What follows belongs to an exercise in optimizing a design on an open flow for small area, a short achievable clock period and few clock cycles per item; a production flow would make more cautious choices.
Function was checked by simulation only, so behaviour that the tests miss may differ from the original.
No activity file was given, so power comes from the tool's default toggle rates.

Design expu_accumulator, start of the top module:
module expu_accumulator #(
    parameter int EXP_BITS  = 8,
    parameter int MANT_BITS = 7,
    parameter int N_ROWS    = 8,
    parameter int ACC_WIDTH = 32,
    parameter int ACC_FRAC  = 16,
    localparam int WIDTH    = EXP_BITS + MANT_BITS + 1
) (
    input  logic                      clk_i,
    input  logic                      rst_ni,
    input  logic                      clear_i,
    input  logic                      enable_i,
    input  logic                      valid_i,
    output logic                      ready_o,
    input  logic [N_ROWS-1:0]         strb_i,
    input  logic [N_ROWS*WIDTH-1:0]   op_i,
    input  logic                      last_i,
    output logic [ACC_WIDTH-1:0]      sum_o,
    output logic                      overflow_o,
    output logic                      valid_o,
    input  logic                      ready_i
);
    localparam int BLK   = 4;                   
    localparam int N_BLK = ACC_WIDTH / BLK;
    logic                 valid_q, part_q, ovf_q;
    logic [ACC_WIDTH-1:0] acc_q;                
    logic [N_BLK-1:1]     cy_q;                 
    logic                 handover, accept, keep;
    logic [N_ROWS-1:0]    lane_sat;
    logic [ACC_WIDTH-1:0] lane_val [N_ROWS];
    logic [ACC_WIDTH-1:0] acc_base, row_a, row_b, total;
    logic [N_BLK-1:1]     cy_base, cy_d;
    logic                 tree_high, ovf_early, ovf_d;
    logic [ACC_WIDTH-1:0] res;
    logic                 res_carry, res_ovf;
  ...
Size: roughly 42 flip-flops, roughly 12000 um2 of cells after synthesis.
export LEC_CHECK = 0
export CAP_MARGIN = 20
export CORE_MARGIN = 2
export CORE_UTILIZATION = 40
export CTS_BUF_LIST = sky130_fd_sc_hd__clkbuf_4 sky130_fd_sc_hd__clkbuf_8
export SLEW_MARGIN = 20
export SYNTH_HIERARCHICAL = 1
create_clock -name core_clock -period 22.0 [get_ports {clk_i}]
standard.sh (not shown) runs the stock make flow with config.mk's settings and CLKGATE_MAP_FILE= SYNTH_SCRIPT=/design/flow/synth_recipe.tcl, a recipe that flattens the netlist after the stock synthesis.
==> flow/flow/run.sh <==
#!/bin/bash
# The standard layout (standard.sh: the ORFS flow, standard synthesis included), with two
# changes: the input and output port buffers are the smallest plain buffer, buf_1, instead of the
# cell buffer_ports picks by itself (a 10 um2 delay buffer); and timing repair aims at a setup
# slack of 12.6 ns on the design's clock, so that it speeds up the critical paths.
set -euo pipefail
export BUFFER_PORTS_ARGS="-buffer_cell sky130_fd_sc_hd__buf_1"
export SETUP_SLACK_MARGIN=12.6
export TNS_END_PERCENT=0
bash standard.sh > standard_make.log 2>&1
The starting point finished with timing, DRC and antenna clean.
Testbench counts at the start, summed over its fixed seeds: cycles 4,808, items 4,800.
Rerun with:
--- a/flow/flow/run.sh
+++ b/flow/flow/run.sh
@@ -8,3 +8,2 @@
 export SETUP_SLACK_MARGIN=12.6
-export TNS_END_PERCENT=0
 bash standard.sh > standard_make.log 2>&1
--- a/flow/config.mk
+++ b/flow/config.mk
@@ -10,3 +10,2 @@
 export CORE_UTILIZATION = 40
-export CTS_BUF_LIST = sky130_fd_sc_hd__clkbuf_4 sky130_fd_sc_hd__clkbuf_8
 export SLEW_MARGIN = 20
Synthesized cell count is unchanged.
Clock skew shrinks by 0.0040 ns.
Design area grows by 0.61%.
Wire length is about the same.
Non-clock buffer count grows by 1.
Setup slack does not change.
Core utilization grows by 0.27 points.
Flip-flop and latch count does not change.
Total power grows by 9.3%.
Hold slack got worse by 0.0057 ns.
Rerun with:
--- a/flow/flow/run.sh
+++ b/flow/flow/run.sh
@@ -4,6 +4,6 @@
 # cell buffer_ports picks by itself (a 10 um2 delay buffer); and timing repair aims at a setup
-# slack of 12.6 ns on the design's clock, so that it speeds up the critical paths.
+# slack of 12.5 ns on the design's clock, so that it speeds up the critical paths.
 set -euo pipefail
 export BUFFER_PORTS_ARGS="-buffer_cell sky130_fd_sc_hd__buf_1"
-export SETUP_SLACK_MARGIN=12.6
+export SETUP_SLACK_MARGIN=12.5
 bash standard.sh > standard_make.log 2>&1
--- a/flow/config.mk
+++ b/flow/config.mk
@@ -10,2 +10,3 @@
 export CORE_UTILIZATION = 40
+export CTS_BUF_LIST = sky130_fd_sc_hd__clkbuf_4 sky130_fd_sc_hd__clkbuf_8
 export SLEW_MARGIN = 20
Non-clock buffer count drops by 1.
Final area drops slightly.
Area after synthesis stays the same.
Hold slack is better by 0.0059 ns.
Combinational power stays flat.
Routed wire length came out lower slightly.
Setup slack loses 0.023 ns.
Cell count stays flat.
Rerun with:
==> flow/run.sh (new file) <==
#!/bin/bash
# synth_recipe.tcl (not shown) runs the flow's synth.tcl, then flattens the netlist and writes it again
# the make line also repeats each setting of config.mk as NAME=value (left out here)
make -C /OpenROAD-flow-scripts/flow DESIGN_CONFIG=/design/flow/config.mk WORK_HOME=/design/flow/orfs CLKGATE_MAP_FILE= SYNTH_SCRIPT=/design/flow/synth_recipe.tcl finish
removed: flow/flow/run.sh
removed: flow/standard.sh
The new run went through all stages and came out clean.
Non-clock buffer count is unchanged.
Synthesized area is unchanged.
Cell count stays the same.
Setup slack loses 0.77 ns.
Maximum frequency is lower by a little under a tenth.
Routed wire length came out higher by a few percent.
Die area does not change.


Another version of the RTL of expu_accumulator (not shown whole).
Size in the first run: roughly 1400 cells after synthesis, ~42 flip-flops, ~180 I/O pins, roughly 12000 sq um of cells after synthesis.
==> flow/config.mk <==
export PLATFORM = sky130hd
export DESIGN_NAME = expu_accumulator
export DESIGN_NICKNAME = expu_accumulator
export VERILOG_FILES = /design/flow/design.v
export SDC_FILE = /design/flow/constraint.sdc
export NUM_CORES = 4
export LEC_CHECK = 0
export CAP_MARGIN = 20
export CORE_MARGIN = 2
export CORE_UTILIZATION = 40
export CTS_BUF_LIST = sky130_fd_sc_hd__clkbuf_8
export SLEW_MARGIN = 20
export SYNTH_HIERARCHICAL = 1
==> flow/constraint.sdc <==
create_clock -name core_clock -period 22.0 [get_ports {clk_i}]
set_input_delay 4.4000 -clock core_clock [delete_from_list [all_inputs] [get_ports {clk_i}]]
set_output_delay 4.4000 -clock core_clock [all_outputs]
set_load 0.01 [all_outputs]
==> flow/flow/run.sh <==
#!/bin/bash
# The standard layout (standard.sh: the ORFS flow, standard synthesis included), with two
# changes: the input and output port buffers are the smallest plain buffer, buf_1, instead of the
# cell buffer_ports picks by itself (a 10 um2 delay buffer); and timing repair aims at a setup
# slack of 12.6 ns on the design's clock, so that it speeds up the critical paths.
set -euo pipefail
export BUFFER_PORTS_ARGS="-buffer_cell sky130_fd_sc_hd__buf_1"
export SETUP_SLACK_MARGIN=12.6
bash standard.sh > standard_make.log 2>&1
The first run completed with no timing, DRC or antenna violations.
Testbench counts at the start, summed over its fixed seeds: cycles 4,808, items 4,800.
Next try:
--- a/flow/config.mk
+++ b/flow/config.mk
@@ -9,4 +9,3 @@
 export CORE_MARGIN = 2
-export CORE_UTILIZATION = 40
-export CTS_BUF_LIST = sky130_fd_sc_hd__clkbuf_8
+export CORE_UTILIZATION = 60
 export SLEW_MARGIN = 20
Outcome:
- non-clock buffer count increases by 11
- wire length decreases by 3.4%
- utilization increases by 23 points
- total power increases by 9.4%
Next try:
--- a/flow/config.mk
+++ b/flow/config.mk
@@ -9,3 +9,3 @@
 export CORE_MARGIN = 2
-export CORE_UTILIZATION = 60
+export CORE_UTILIZATION = 40
 export SLEW_MARGIN = 20
Effect: The new run passed the timing, DRC and antenna checks; critical path depth stays the same; global-route usage decreases by 12 points; wire length increases by 3.3%; first-iteration DRC count decreases by 27%; register-to-register slack improved by 0.04 ns; core utilization decreases by 23 points; total power decreases by about 1.1%; setup slack improved by 0.029 ns; final cell count increases by 6.3%.
Next try:
==> flow/flow/run.sh (replaced) <==
#!/bin/bash
# The standard layout (standard.sh: the ORFS flow, standard synthesis included), with one
# change: the input and output port buffers are the smallest plain buffer, buf_1, instead of the
# cell buffer_ports picks by itself (a 10 um2 delay buffer).
set -euo pipefail
export BUFFER_PORTS_ARGS="-buffer_cell sky130_fd_sc_hd__buf_1"
bash standard.sh > standard_make.log 2>&1
--- a/flow/config.mk
+++ b/flow/config.mk
@@ -10,3 +10,3 @@
 export CORE_UTILIZATION = 40
-export SLEW_MARGIN = 20
+export SLEW_MARGIN = 70
 export SYNTH_HIERARCHICAL = 1
Effect: The new run produced a clean layout. Utilization grows by 0.60 points. Global-route usage grows by 0.28 points. Wire length is about the same. Via count grows by about 1.2%. Cell area grows by 1.4%. Worst setup slack degrades by 0.32 ns. Maximum frequency shrinks by 3.3%.
Next try:
==> flow/flow/run.sh (replaced) <==
#!/bin/bash
# The standard layout (standard.sh: the ORFS flow, standard synthesis included), with two
# changes: the input and output port buffers are the smallest plain buffer, buf_1, instead of the
# cell buffer_ports picks by itself (a 10 um2 delay buffer); and timing repair aims at a setup
# slack of 12.8 ns (on the worst fifth of the endpoints) on the design's clock, so that it speeds up the critical paths.
set -euo pipefail
export BUFFER_PORTS_ARGS="-buffer_cell sky130_fd_sc_hd__buf_1"
export SETUP_SLACK_MARGIN=12.8
export TNS_END_PERCENT=20
bash standard.sh > standard_make.log 2>&1
--- a/flow/config.mk
+++ b/flow/config.mk
@@ -10,3 +10,3 @@
 export CORE_UTILIZATION = 40
-export SLEW_MARGIN = 70
+export SLEW_MARGIN = 20
 export SYNTH_HIERARCHICAL = 1
Result:
- die area is unchanged
- worst hold slack stays flat
- sequential power barely changes
- synthesized cell count stays the same
- total power stays flat
- worst setup slack gets better by 0.34 ns
- cell area came out higher by 1.2%


build 38:
expu_accumulator with an RTL version that a note above also has.
Size: about 1400 cells after synthesis, ~0.012 mm² of cells after synthesis.
export LEC_CHECK = 0
export CAP_MARGIN = 20
export CORE_MARGIN = 2
export CORE_UTILIZATION = 40
export CTS_BUF_LIST = sky130_fd_sc_hd__clkbuf_4 sky130_fd_sc_hd__clkbuf_8
export SLEW_MARGIN = 20
export SYNTH_HIERARCHICAL = 1
create_clock -name core_clock -period 22.0 [get_ports {clk_i}]
==> flow/flow/run.sh <==
#!/bin/bash
# The standard layout (standard.sh: the ORFS flow, standard synthesis included), with two
# changes: the input and output port buffers are the smallest plain buffer, buf_1, instead of the
# cell buffer_ports picks by itself (a 10 um2 delay buffer); and timing repair aims at a setup
# slack of 12.6 ns on the design's clock, so that it speeds up the critical paths.
set -euo pipefail
export BUFFER_PORTS_ARGS="-buffer_cell sky130_fd_sc_hd__buf_1"
export SETUP_SLACK_MARGIN=12.6
export TNS_END_PERCENT=30
bash standard.sh > standard_make.log 2>&1
Per the final summary, build 38 finished and its layout is clean on timing, DRC and antenna.
Testbench counts of build 38, summed over its fixed seeds: cycles 4,808, items 4,800.
Input changes introduced in build 7 (baseline for comparison: build 38):
# build 38
export LEC_CHECK = 0
export CAP_MARGIN = 20
export CORE_MARGIN = 2
export CORE_UTILIZATION = 40
export CTS_BUF_LIST = sky130_fd_sc_hd__clkbuf_4 sky130_fd_sc_hd__clkbuf_8
export SLEW_MARGIN = 20
export SYNTH_HIERARCHICAL = 1
create_clock -name core_clock -period 22.0 [get_ports {clk_i}]
# build 7
export LEC_CHECK = 0
export CAP_MARGIN = 20
export CORE_MARGIN = 2
export CORE_UTILIZATION = 40
export CTS_BUF_LIST = sky130_fd_sc_hd__clkbuf_4 sky130_fd_sc_hd__clkbuf_8
export GPL_TIMING_DRIVEN = 0
export SLEW_MARGIN = 20
export SYNTH_HIERARCHICAL = 1
create_clock -name core_clock -period 22.0 [get_ports {clk_i}]
--- a/flow/flow/run.sh
+++ b/flow/flow/run.sh
@@ -8,3 +8,2 @@
 export SETUP_SLACK_MARGIN=12.6
-export TNS_END_PERCENT=30
 bash standard.sh > standard_make.log 2>&1
==> comparison <==
Relative to build 38, the routed length per instance measured on build 7 has decreased slightly.
For number of multi-input combinational cells, build 7 and build 38 come out practically identical.
Worst slew margin relative to its limit: build 7 lower than build 38
Build 38 -> build 7: period utilization flat
From build 38 to build 7 the numbers moved as follows: post-route total power down 0.96%; compound-gate portion of the synthesized area comparable.
### build 7 -> build 13
# build 7
export LEC_CHECK = 0
export CAP_MARGIN = 20
export CORE_MARGIN = 2
export CORE_UTILIZATION = 40
export CTS_BUF_LIST = sky130_fd_sc_hd__clkbuf_4 sky130_fd_sc_hd__clkbuf_8
export GPL_TIMING_DRIVEN = 0
export SLEW_MARGIN = 20
export SYNTH_HIERARCHICAL = 1
create_clock -name core_clock -period 22.0 [get_ports {clk_i}]
# build 13
export LEC_CHECK = 0
export CAP_MARGIN = 20
export CORE_MARGIN = 2
export CORE_UTILIZATION = 40
export CTS_BUF_LIST = sky130_fd_sc_hd__clkbuf_4 sky130_fd_sc_hd__clkbuf_8
export SLEW_MARGIN = 20
export SYNTH_HIERARCHICAL = 1
create_clock -name core_clock -period 22.0 [get_ports {clk_i}]
Results
Lower post-detailed-routing wire length goes to build 13 over build 7. Looking at number of placed instances with taps included, build 13 sits below build 7. NOTE final-stage net count build 7->build 13 decreased by a few percent. For die area, build 13 and build 7 come out practically identical. Delta (build 13 minus build 7): setup slack went up 0.0059 ns; layout-stage area growth over the synthesis result went down 4.5 points; remaining global-route overflow held; number of top-level pins held.
For build 29, these inputs were changed with respect to build 13:
# build 13
export LEC_CHECK = 0
export CAP_MARGIN = 20
export CORE_MARGIN = 2
export CORE_UTILIZATION = 40
export CTS_BUF_LIST = sky130_fd_sc_hd__clkbuf_4 sky130_fd_sc_hd__clkbuf_8
export SLEW_MARGIN = 20
export SYNTH_HIERARCHICAL = 1
create_clock -name core_clock -period 22.0 [get_ports {clk_i}]
# build 29
export LEC_CHECK = 0
export CAP_MARGIN = 20
export CORE_MARGIN = 2
export CORE_UTILIZATION = 40
export CTS_BUF_LIST = sky130_fd_sc_hd__clkbuf_4 sky130_fd_sc_hd__clkbuf_8
export GPL_ROUTABILITY_DRIVEN = 0
export SLEW_MARGIN = 20
export SYNTH_HIERARCHICAL = 1
create_clock -name core_clock -period 22.0 [get_ports {clk_i}]
[summary]
Reported for build 29 and build 13, antenna cell count turned out identical to the last digit. Count of TritonRoute iterations in the first routing pass delta for build 29 relative to build 13: 2 higher. When build 29 is measured against build 13, its setup slack turns out 0.0098 ns lower. Fraction of layout instances using a drive strength above 1 in build 29 is 1.8 points above build 13. Build 13 -> build 29: die width delta 0, exact match.

## static timing again, ports no longer ideal
Ports are ideal in the flow. The routed layouts listed here were re-timed in OpenROAD. Step 1 (the two cells are an assumption about what drives the block):
set clk [get_ports {clk_i}]
set_driving_cell -lib_cell sky130_fd_sc_hd__clkbuf_16 $clk
set_driving_cell -lib_cell sky130_fd_sc_hd__buf_2 [delete_from_list [all_inputs] $clk]
Step 2, shift: input delay + t, output delay - t, t = (earliest + latest rising clock arrival at the registers) / 2. This alone moves slack from input paths to output paths. Three values: ideal ports, drivers, drivers and shift; two values: the first two.
run	shift t [ns]	setup WS [ns]	worst setup path after step 2	worst register clock-pin slew, ns	pins driven straight from the clock port
the first run of note 1	0.340	12.671 / 12.651 / 12.408	input to register	0.09 / 0.09	1
the second run of note 1	0.330	12.671 / 12.651 / 12.489	input to register	0.07 / 0.07	1
the third run of note 1	0.342	12.649 / 12.629 / 12.370	input to register	0.09 / 0.09	1
the fourth run of note 1	0.366	11.874 / 11.846 / 11.846	input to output	0.09 / 0.09	1
the first run of note 2	0.359	12.657 / 12.629 / 12.428	input to register	0.10 / 0.10	1
the second run of note 2	0.330	12.669 / 12.647 / 12.451	input to register	0.07 / 0.07	1
the third run of note 2	0.341	12.698 / 12.669 / 12.486	input to register	0.07 / 0.07	1
the fourth run of note 2	0.342	12.376 / 12.390 / 12.048	input to register	0.07 / 0.07	1
the fifth run of note 2	0.340	12.719 / 12.686 / 12.555	input to register	0.07 / 0.07	1
build 38	0.340	12.671 / 12.651 / 12.408	input to register	0.09 / 0.09	1
build 7	0.354	12.665 / 12.641 / 12.435	input to register	0.11 / 0.11	1
build 13	0.342	12.671 / 12.651 / 12.401	input to register	0.10 / 0.10	1
build 29	0.349	12.662 / 12.641 / 12.441	input to register	0.11 / 0.11	1
After both steps every run listed still meets setup and hold. The setup slack of the fourth run of note 2, which loses most, moves by +0.014 ns with the drivers and by -0.328 ns with both steps.
